This design comes from an exercise in tuning for small area on the open sky130 flow, not from production work. Function was not checked in any run shown here: the RTL went through the layout flow alone. No activity file was given, so power comes from the tool's default toggle rates.

==> flow/design.v, too long to show whole: its modules and the start of the top module <==
// module delay_line: 17 lines
// module elem_decomp: 907 lines
// module decomp_ctrl: 59 lines
// module decomp_unit: 51 lines
module decomp_unit (
  input  wire logic                  clk,
  input  wire logic                  arst_n,
  input  wire logic                  cfg_load,
  input  wire logic [CFG_W-1:0]      cfg,
  input  wire logic                  in_valid,
  input  wire logic                  in_last,
  input  wire logic [COEFF_W-1:0]    coeff,
  output logic                       out_valid,
  output logic                       out_last,
  output logic      [BUNDLE_W-1:0]   out,
  output logic                       cfg_busy,
  output logic                       cfg_reject
);
  // ...
==> flow/flow/run.sh <==
#!/bin/bash
# Own layout flow: the standard synthesis and ORFS flow, with three changes:
#  - ports are buffered with sky130_fd_sc_hd__buf_1 instead of the delay buffer
#    buffer_ports picks by default,
#  - CTS uses clkbuf_8 with larger sink clusters and inserts no dummy clock loads,
#  - constant-0 output ports share tie cells in small groups of neighbouring pins
#    (flow/share_ties.tcl, run before global placement).
# Each tool's output goes to a log of its own in this folder; ORFS keeps its
# per-step logs under orfs/logs.
set -euo pipefail
here=$(pwd)
export PRE_GLOBAL_PLACE_TCL="$here/flow/share_ties.tcl"
export TIE_GROUP=${TIE_GROUP:-6}
export BUFFER_PORTS_ARGS="-buffer_cell sky130_fd_sc_hd__buf_1"
export CTS_ARGS="-sink_clustering_enable -repair_clock_nets -dont_use_dummy_load -buf_list sky130_fd_sc_hd__clkbuf_8 -sink_clustering_size 20 -sink_clustering_max_diameter 45"
bash standard.sh synth > "$here/synth.log" 2>&1
bash standard.sh > "$here/layout.log" 2>&1
==> flow/flow/share_ties.tcl <==
# Let neighbouring constant-0 output ports share one tie cell.
# Each such port is driven by a tie of its own after floorplan (through the
# buffer that synthesis put in front of each port); the buffers are removed
# first, as global placement would do anyway, then the ports are sorted along
# the die edge and each run of TIE_GROUP ports keeps only its first tie.
remove_buffers
set block [ord::get_db_block]
set die [$block getDieArea]
set W [$die dx]
set H [$die dy]
set cands {}
foreach inst [$block getInsts] {
  if {[[$inst getMaster] getName] ne "sky130_fd_sc_hd__conb_1"} { continue }
  set lo [$inst findITerm LO]
  set hi [$inst findITerm HI]
  if {$lo eq "NULL" || [$lo getNet] eq "NULL"} { continue }
  if {$hi ne "NULL" && [$hi getNet] ne "NULL"} { continue }
  set net [$lo getNet]
  set bts [$net getBTerms]
  if {[llength $bts] != 1 || [llength [$net getITerms]] != 1} { continue }
  set bt [lindex $bts 0]
  if {[$bt getIoType] ne "OUTPUT"} { continue }
  set bb [$bt getBBox]
  set x [expr {([$bb xMin] + [$bb xMax]) / 2}]
  set y [expr {([$bb yMin] + [$bb yMax]) / 2}]
  # position along the die edge, counter-clockwise from the lower left corner
  if {$y <= 0 + 2000} {
    set p $x
  } elseif {$x >= $W - 2000} {
    set p [expr {$W + $y}]
  } elseif {$y >= $H - 2000} {
    set p [expr {$W + $H + ($W - $x)}]
  } else {
    set p [expr {2 * $W + $H + ($H - $y)}]
  }
  lappend cands [list $p $inst $net $bt]
}
set cands [lsort -real -index 0 $cands]
set k 0
set keep ""
set shared 0
foreach c $cands {
  lassign $c p inst net bt
  if {$k % $::env(TIE_GROUP) == 0} {
    set keep $net
  } else {
    $bt disconnect
    $bt connect $keep
    odb::dbInst_destroy $inst
    odb::dbNet_destroy $net
    incr shared
  }
  incr k
}
puts "share_ties: [llength $cands] constant ports, $shared ties removed"
==> flow/standard.sh <==
#!/bin/bash
# synth_recipe.tcl (not shown) runs the flow's synth.tcl, then flattens the netlist and writes it again
# the make line also repeats each setting of config.mk as NAME=value (left out here)
make -C /OpenROAD-flow-scripts/flow DESIGN_CONFIG=/design/flow/config.mk WORK_HOME=/design/flow/orfs CLKGATE_MAP_FILE= SYNTH_SCRIPT=/design/flow/synth_recipe.tcl "${@:-finish}"
==> flow/config.mk <==
export PLATFORM = sky130hd
export DESIGN_NAME = decomp_unit
export DESIGN_NICKNAME = decomp_unit
export VERILOG_FILES = /design/flow/design.v
export SDC_FILE = /design/flow/constraint.sdc
export NUM_CORES = 4
export LEC_CHECK = 0
export CAP_MARGIN = 20
export CORE_MARGIN = 2
export CORE_UTILIZATION = 50
export GPL_TIMING_DRIVEN = 0
export SETUP_SLACK_MARGIN = 0.1
export SLEW_MARGIN = 20
==> flow/constraint.sdc <==
create_clock -name core_clock -period 4.0 [get_ports {clk}]
set_input_delay 0.8000 -clock core_clock [delete_from_list [all_inputs] [get_ports {clk}]]
set_output_delay 0.8000 -clock core_clock [all_outputs]
set_load 0.01 [all_outputs]
==> flow_summary.ini, run 1 <==
[status]
outcome = timing/DRC/antenna clean

[cts]
cts_root_buf = clkbuf_8
clock_path_buffers = 3
path_clk_slew_ps = 110

[placement]
port_buffers = 187
gp_congestion = 0.974
post-dp-hpwl_um = 26400

[yosys]
synth-simple-area-share_pct = 6.93
synth.most_common_cell = dfxtp_1
ys_ff_latch = 344
ys_types = 62
synthArstFlopShare_pct = 4.07
synth_edf_count = 0
synth_top_cell_by_area = dfxtp_1
synth_top_family_by_area = compound AO/OA/AOI/OAI gates
postSynthAreaPerCell_um2 = 10.6

[critical_path]
cp.depth = 7
cp-endpoint = out[81]
cp_slowest_cell = dfstp_4
cp-end-kind = output pin

[global_route]
grt_max_degree = 80

[floorplan]
pin_count = 343

[power]
p_sw_mw = 1.64
switching_share_pct = 26.9

[sta]
fin_crit_sh_pct = 97.3
clock_skew_ps = 64.2
worst_pin_slew_ps = 1010
slew_violations = 0

[final_layout]
buffers = 203
largest_register_ffs = 320
nMultiInputCombCells = 600

[routing]
vias = 9164
drt-wirelength-per-cell_um = 25.1
==> run 2: changes to the inputs <==
--- a/flow/flow/run.sh
+++ b/flow/flow/run.sh
@@ -12,3 +12,3 @@
 export PRE_GLOBAL_PLACE_TCL="$here/flow/share_ties.tcl"
-export TIE_GROUP=${TIE_GROUP:-6}
+export TIE_GROUP=${TIE_GROUP:-12}
 export BUFFER_PORTS_ARGS="-buffer_cell sky130_fd_sc_hd__buf_1"
--- a/flow/config.mk
+++ b/flow/config.mk
@@ -9,3 +9,3 @@
 export CORE_MARGIN = 2
-export CORE_UTILIZATION = 50
+export CORE_UTILIZATION = 55
 export GPL_TIMING_DRIVEN = 0
==> flow_summary.ini, run 2 <==
[power]
power_density_mw_per_mm2 = 482
cellLeakagePower_nw = 5.03
max-vdd-ir-drop_mv = 0.482
power_mw = 6.08

[placement]
post-dp-hpwl_um = 25000
port_buffers = 187
dpl_cell_area_mm2 = 0.0120
place_inst = 1411
place_ws_ps = -63.7
gp_congestion = 0.971

[final_layout]
fillCellCount = 1944
final_nets = 1257
stdcell_count = 1454
layout-drive-gt1-share_pct = 7.16
regMostFlops = u_coeff_dly.stage
final_cell_area_mm2 = 0.0126
final_cell_mix = 325 x dfxtp_1, 187 x buf_1, 140 x o22ai_1, 76 x a22oi_1, 55 x nand2_1
largest_register_ffs = 320
area_delta_synth_final_pct = 2.45
final_common_cell = dfxtp_1
diodes = 0

[global_route]
grt_usage_pct = 28.3
grt_pass1_vias = 8186
overflow = 0
grt_max_degree = 80
grt_pass1_wl_um = 51000
antenna_found_initial = 1

[routing]
vias = 9113
drcViolationCount = 0
drt-wirelength-per-cell_um = 24.6
routed_wl_um = 35800
dr.pass1.iters = 8
dr_wl_met2_um = 13800
antenna_left = 0
wirelength_met1_um = 15100
wl_met3_um = 5250
viasPerCell = 6.27
drt_iter0_drc = 1237
top_layer = met5

[sta]
fin_ws_ps = 142
max_freq_mhz = 259
setup_viol_count_final = 0
worst_pin_slew_ps = 1160
rsz0062_at_grt = false
hold_viol = 0
fin_crit_sh_pct = 96.4
period_minus_slack_ps = 3860
clock_skew_ps = 52.2
slew_violations = 0
slew_headroom_pct = 22.5

[yosys]
synth_warnings = 4
synth_cells = 1163
synth_top_cell_by_area = dfxtp_1
yosysSeqAreaShare_pct = 56.6
ys_types = 62
synth.area.top_cells = dfxtp_1 54%, buf_4 9.7%, o22ai_1 7.2%, a22oi_1 4.6%, dfrtp_1 2.6%
synth_commonest_cells = 330 x dfxtp_1, 159 x buf_4, 142 x o22ai_1, 76 x a22oi_1, 55 x nand2_1
postSynthAreaPerCell_um2 = 10.6
synth_edf_count = 0
netlist_area_mm2 = 0.0123
synthArstFlopShare_pct = 4.07
synth_top_area_share_pct = 53.7
yosys_most_used_dff = dfxtp_1
synth.most_common_cell = dfxtp_1
ys_ff_latch = 344

[critical_path]
cp-end-kind = output pin
worstPathRequired_ps = 3200
crit_chain = buf_8, o22ai_1, a2bb2o_1, a2bb2oi_1, o22ai_1, o22ai_1, buf_1
cp_max_fo = 18
slowest_delay_ps = 810
path_class = reg2out
worstPathArrival_ps = 3060
startpoint_type = flip-flop
crit_top_cell = o22ai_1
critPathBufInv = 2
cp_slowest_cell = dfstp_4
cpLargestDelayFamily = compound AO/OA/AOI/OAI gates

[floorplan]
die_y_um = 154
start_util_pct = 56.2
fp.dieW_um = 154
pin_count = 343
rows = 54
core-area_mm2 = 0.0219
dieArea_mm2 = 0.0236

[cts]
hold_buffers = 0
clock_path_buffers = 3
cts.sinks = 344
clk_latency_ps = 570
numCtsBuffers = 25
path_clk_slew_ps = 100
cts_root_buf = clkbuf_8
cts_tree = yes
ctsHtreeMaxLevel = 1

[flow_run]
cap_violations = 0

[worst_hold_path]
hold_path.class = in2async

[status]
outcome = timing/DRC/antenna clean
run 2: final cells by class:
cell class / count / area, um2 / share of cell area [%]
flip-flops and latches: 344 / 6980 / 55.4
multi-input cells: 587 / 3890 / 30.9
repair buffers: 208 / 986 / 7.83
well taps: 280 / 350 / 2.78
clock buffers: 25 / 344 / 2.73
inverters: 9 / 40.0 / 0.318
repair inverters: 1 / 7.51 / 0.0596
run 2: kinds of logic (layout without fill, tap and decap cells):
group	after synthesis	count (layout)	synth area share, %
flops	344	344	56.6
xor+xnor	3	3	0.214
buf+inv	244	243	12.7
compound gates	379	379	22.1
mux	13	13	1.26
other cells	1	13	0.0305
simple gates	177	177	6.93
fa+ha+maj	2	2	0.203
run 2: per-stage QoR:
step           hold WS [ps]  TNS [ps]  util [%]
6_report                256         0      57.6
5_1_grt                 271         0      57.6
4_1_cts                 269         0      57.0
3_5_place_dp            312     -63.7      54.7
3_3_place_gp            310   -115730      54.2
2_1_floorplan           310         0         -
run 2: metal layers:
metal | vias to the layer above | global-route usage (%)
li1 | 4060 | -
met1 | 4243 | 41.3
met2 | 704 | 38.2
met3 | 104 | 10.2
met4 | 2 | 10.8
met5 | - | 0
run 2: where the power goes:
part	total [mW]	switching [mW]	internal, mW
combinational	0.862	0.581	0.281
sequential	3.72	0.110	3.61
clock	1.50	0.939	0.559
total	6.08	1.63	4.45
run 2: final timing paths:
path	start	to	slack [ps]	cells after the start
max	flip-flop	out[90]	140	7
min	arst_n	async pin	260	1
max reg2reg	u_ctrl.vld[1]$_DFF_PN0_	u_ctrl.dis_q[2]$_DFFE_PN0P_	2020	5
min reg2reg	u_coeff_dly.stage[245]$_DFF_P_	u_coeff_dly.stage[309]$_DFF_P_	270	0
max in group asynchronous	arst_n	async pin	3180	1
min in group core_clock	u_coeff_dly.stage[245]$_DFF_P_	u_coeff_dly.stage[309]$_DFF_P_	270	0
run 2: timing repair:
| item | 4_1_cts | 5_1_grt |
|---|---|---|
| endpoints found under the setup margin | 59 | 35 |
| gates cloned | 1 | 0 |
| pin swaps | 0 | 1 |
| gates resized for setup | 8 | 7 |
| setup buffers | 10 | 7 |
==> run 3: changes to the inputs <==
--- a/flow/config.mk
+++ b/flow/config.mk
@@ -9,5 +9,5 @@
 export CORE_MARGIN = 2
-export CORE_UTILIZATION = 55
+export CORE_UTILIZATION = 50
 export GPL_TIMING_DRIVEN = 0
-export SETUP_SLACK_MARGIN = 0.1
+export SETUP_SLACK_MARGIN = 0.05
 export SLEW_MARGIN = 20
==> flow_summary.ini, run 3 <==
[sta]
slew_headroom_pct = 32.2
worst_pin_slew_ps = 1010
final.setup.tns_ps = 0
rsz0062_at_grt = false
setup_viol_count_final = 0
hold_viol = 0
period_minus_slack_ps = 3880
max_freq_mhz = 258
slew_violations = 0
clock_skew_ps = 77.1
fin_crit_sh_pct = 97.0

[yosys]
synthArstFlopShare_pct = 4.07
synth_edf_count = 0
synth.area.top_cells = dfxtp_1 54%, buf_4 9.7%, o22ai_1 7.2%, a22oi_1 4.6%, dfrtp_1 2.6%
synth_warnings = 4
synth.most_common_cell = dfxtp_1
synth_commonest_cells = 330 x dfxtp_1, 159 x buf_4, 142 x o22ai_1, 76 x a22oi_1, 55 x nand2_1
yosys_most_used_dff = dfxtp_1
synth_top_area_share_pct = 53.7
yosysSeqAreaShare_pct = 56.6
netlist_area_mm2 = 0.0123
ys_types = 62
synth_top_cell_by_area = dfxtp_1
ys_ff_latch = 344
synth_cells = 1163
postSynthAreaPerCell_um2 = 10.6

[routing]
drt-wirelength-per-cell_um = 25.7
viasPerCell = 6.12
routed_wl_um = 38300
dr.pass1.iters = 6
drt_iter0_drc = 1235
vias = 9131
drcViolationCount = 0
antenna_left = 0

[critical_path]
crit_path_start = u_ctrl.tm1_q[3]$_DFF_P_
cp_max_fo = 56
slowest_delay_ps = 510
cp-end-kind = output pin
cp_slowest_cell = dfxtp_4
reg2reg_from = u_ctrl.vld[1]$_DFF_PN0_
startpoint_type = flip-flop
r2r-end = u_ctrl.dis_q[1]$_DFFE_PN0P_
worstPathArrival_ps = 3080
r2r_cells = 5
path_class = reg2out
reg2reg_setup_slack_ps = 1980
cp-endpoint = out[138]
crit_chain = buf_16, clkinvlp_4, buf_4, a2bb2o_1, a2bb2oi_1, o22ai_1, o32ai_2, buf_1
worstPathRequired_ps = 3200

[cts]
clock_path_buffers = 3
cts_tree = yes
ctsHtreeMaxLevel = 1
cts_root_buf = clkbuf_8
numCtsBuffers = 26
clk_latency_ps = 590
path_clk_slew_ps = 110
cts.sinks = 344

[placement]
dpl_cell_area_mm2 = 0.0120
port_buffers = 187
post-dp-hpwl_um = 27000
gp_congestion = 0.964

[global_route]
grt_pass1_vias = 8379
grt_usage_pct = 27.9
grt_max_degree = 80
overflow = 0
grt_pass1_wl_um = 54000
antenna_found_initial = 0

[power]
cellLeakagePower_nw = 5.01
p_int_mw = 4.46
p_sw_mw = 1.63
max-vdd-ir-drop_mv = 0.497
power_density_mw_per_mm2 = 484
combPwrFrac_pct = 14.1
power_mw = 6.10
switching_share_pct = 26.8
seq_power_share_pct = 61.2
clkPwrFrac_pct = 24.7

[final_layout]
final_nets = 1251
fillCellCount = 2281
largest_register_ffs = 320
final_cell_mix = 325 x dfxtp_1, 187 x buf_1, 141 x o22ai_1, 75 x a22oi_1, 55 x nand2_1
final_common_cell = dfxtp_1
final_cell_area_mm2 = 0.0126
regMostFlops = u_coeff_dly.stage
area_delta_synth_final_pct = 2.44
layout-drive-gt1-share_pct = 6.42
diodes = 0

[floorplan]
fp.dieW_um = 161
pin_count = 343
dieArea_mm2 = 0.0259
core-area_mm2 = 0.0242
start_util_pct = 50.7
rows = 57
die_y_um = 161

[flow_run]
cap_violations = 0

[status]
outcome = timing/DRC/antenna clean

[worst_hold_path]
hold_path.class = in2reg
==> run 3: cell type report <==
type / count / area, um2 / area share, %
sequential: 344 / 6980 / 55.4
multi-input combinational: 587 / 3860 / 30.6
timing repair buffer: 202 / 952 / 7.56
tap: 324 / 405 / 3.22
clock buffer: 26 / 358 / 2.84
inverter: 9 / 40.0 / 0.318
==> run 3: layer usage <==
metal / GRT usage (%) / up-vias / share of wire (%)
met5: 0 / - / 0
met4: 8.08 / 0 / 3.0
met3: 6.38 / 73 / 12
met2: 39.5 / 679 / 40
met1: 42.5 / 4338 / 45
li1: - / 4041 / -
==> run 3: logic make-up (layout without fill, tap and decap cells) <==
kind of cell / count (synthesis) / after routing / synth area share [%]
AOI/OAI and AO/OA: 379 / 379 / 22.1
DFF: 344 / 344 / 56.6
buffers and inverters: 244 / 237 / 12.7
and+or+nand+nor: 177 / 177 / 6.93
muxes: 13 / 13 / 1.26
xor gates and xnor gates: 3 / 3 / 0.214
adders and majority gates: 2 / 2 / 0.203
other: 1 / 13 / 0.0305
==> run 3: repair_timing <==
item | CTS | global route
hold buffers | 0 | 0
setup endpoints to repair | 58 | 31
gates resized for setup | 4 | 6
buffers inserted | 7 | 4
==> run 3: power by group through the flow <==
stage	Combinational, mW	Sequential [mW]	Clock (mW)
2_1_floorplan	0.660	3.73	0
3_3_place_gp	0.759	3.83	0
3_5_place_dp	0.779	3.82	0
4_1_cts	0.806	3.73	1.58
5_1_grt	0.908	3.75	1.72
6_report	0.860	3.73	1.51
==> run 3: critical path: cells and delay by family, from the launching register on <==
family | cells | cell delay, ps
compound gates | 4 | 1180
buf+inv | 4 | 800
flops | 1 | 510
==> run 3: worst min-delay path by stage <==
stage | start | end | slack [ps] | cells after the start
floorplan | u_coeff_dly.stage[36]$_DFF_P_ | u_coeff_dly.stage[100]$_DFF_P_ | 310 | 0
global placement | u_last_dly.stage[1]$_DFF_P_ | u_last_dly.stage[2]$_DFF_P_ | 310 | 0
detailed placement | u_coeff_dly.stage[45]$_DFF_P_ | u_coeff_dly.stage[109]$_DFF_P_ | 310 | 0
CTS | coeff[5] | u_coeff_dly.stage[5]$_DFF_P_ | 250 | 1
global route | coeff[10] | u_coeff_dly.stage[10]$_DFF_P_ | 250 | 1
finish | coeff[5] | u_coeff_dly.stage[5]$_DFF_P_ | 290 | 1
==> run 3: metrics by stage <==
step	utilization, %	hold slack (ps)	cells	setup WS [ps]
floorplan	-	310	1317	1260
global placement	49.2	310	1451	-2170
detailed placement	49.7	312	1455	-53.9
CTS	51.6	253	1488	55.0
global route	52.0	253	1492	54.5
finish	52.0	294	1492	118

==> separate check: timing with driven ports <==
No port has a modelled driver above. Below, the same layouts with a new extraction and two added sets of constraints. Step 1 (the two cells are an assumption about what drives the block):
set clk [get_ports {clk}]
set_driving_cell -lib_cell sky130_fd_sc_hd__clkbuf_16 $clk
set_driving_cell -lib_cell sky130_fd_sc_hd__buf_2 [delete_from_list [all_inputs] $clk]
Step 2 times the ports against the registers' clock, not the clock port: input delays grow and output delays shrink by t, the midpoint of the rising clock arrivals with the driver on. Slacks: no drivers / after step 1 / after step 2; pairs: no drivers / after step 1.
| run | t, ns | setup slack, ns | hold slack, ns | slew at the worst register clock pin (ns) |
|---|---|---|---|---|
| run 1 | 0.603 | 0.107 / 0.060 / 0.663 | 0.287 / 0.267 / 0.312 | 0.11 / 0.11 |
| run 2 | 0.595 | 0.142 / 0.095 / 0.691 | 0.256 / 0.235 / 0.272 | 0.11 / 0.11 |
| run 3 | 0.597 | 0.118 / 0.070 / 0.667 | 0.294 / 0.270 / 0.299 | 0.11 / 0.11 |
After both steps setup and hold are still met in every run listed.
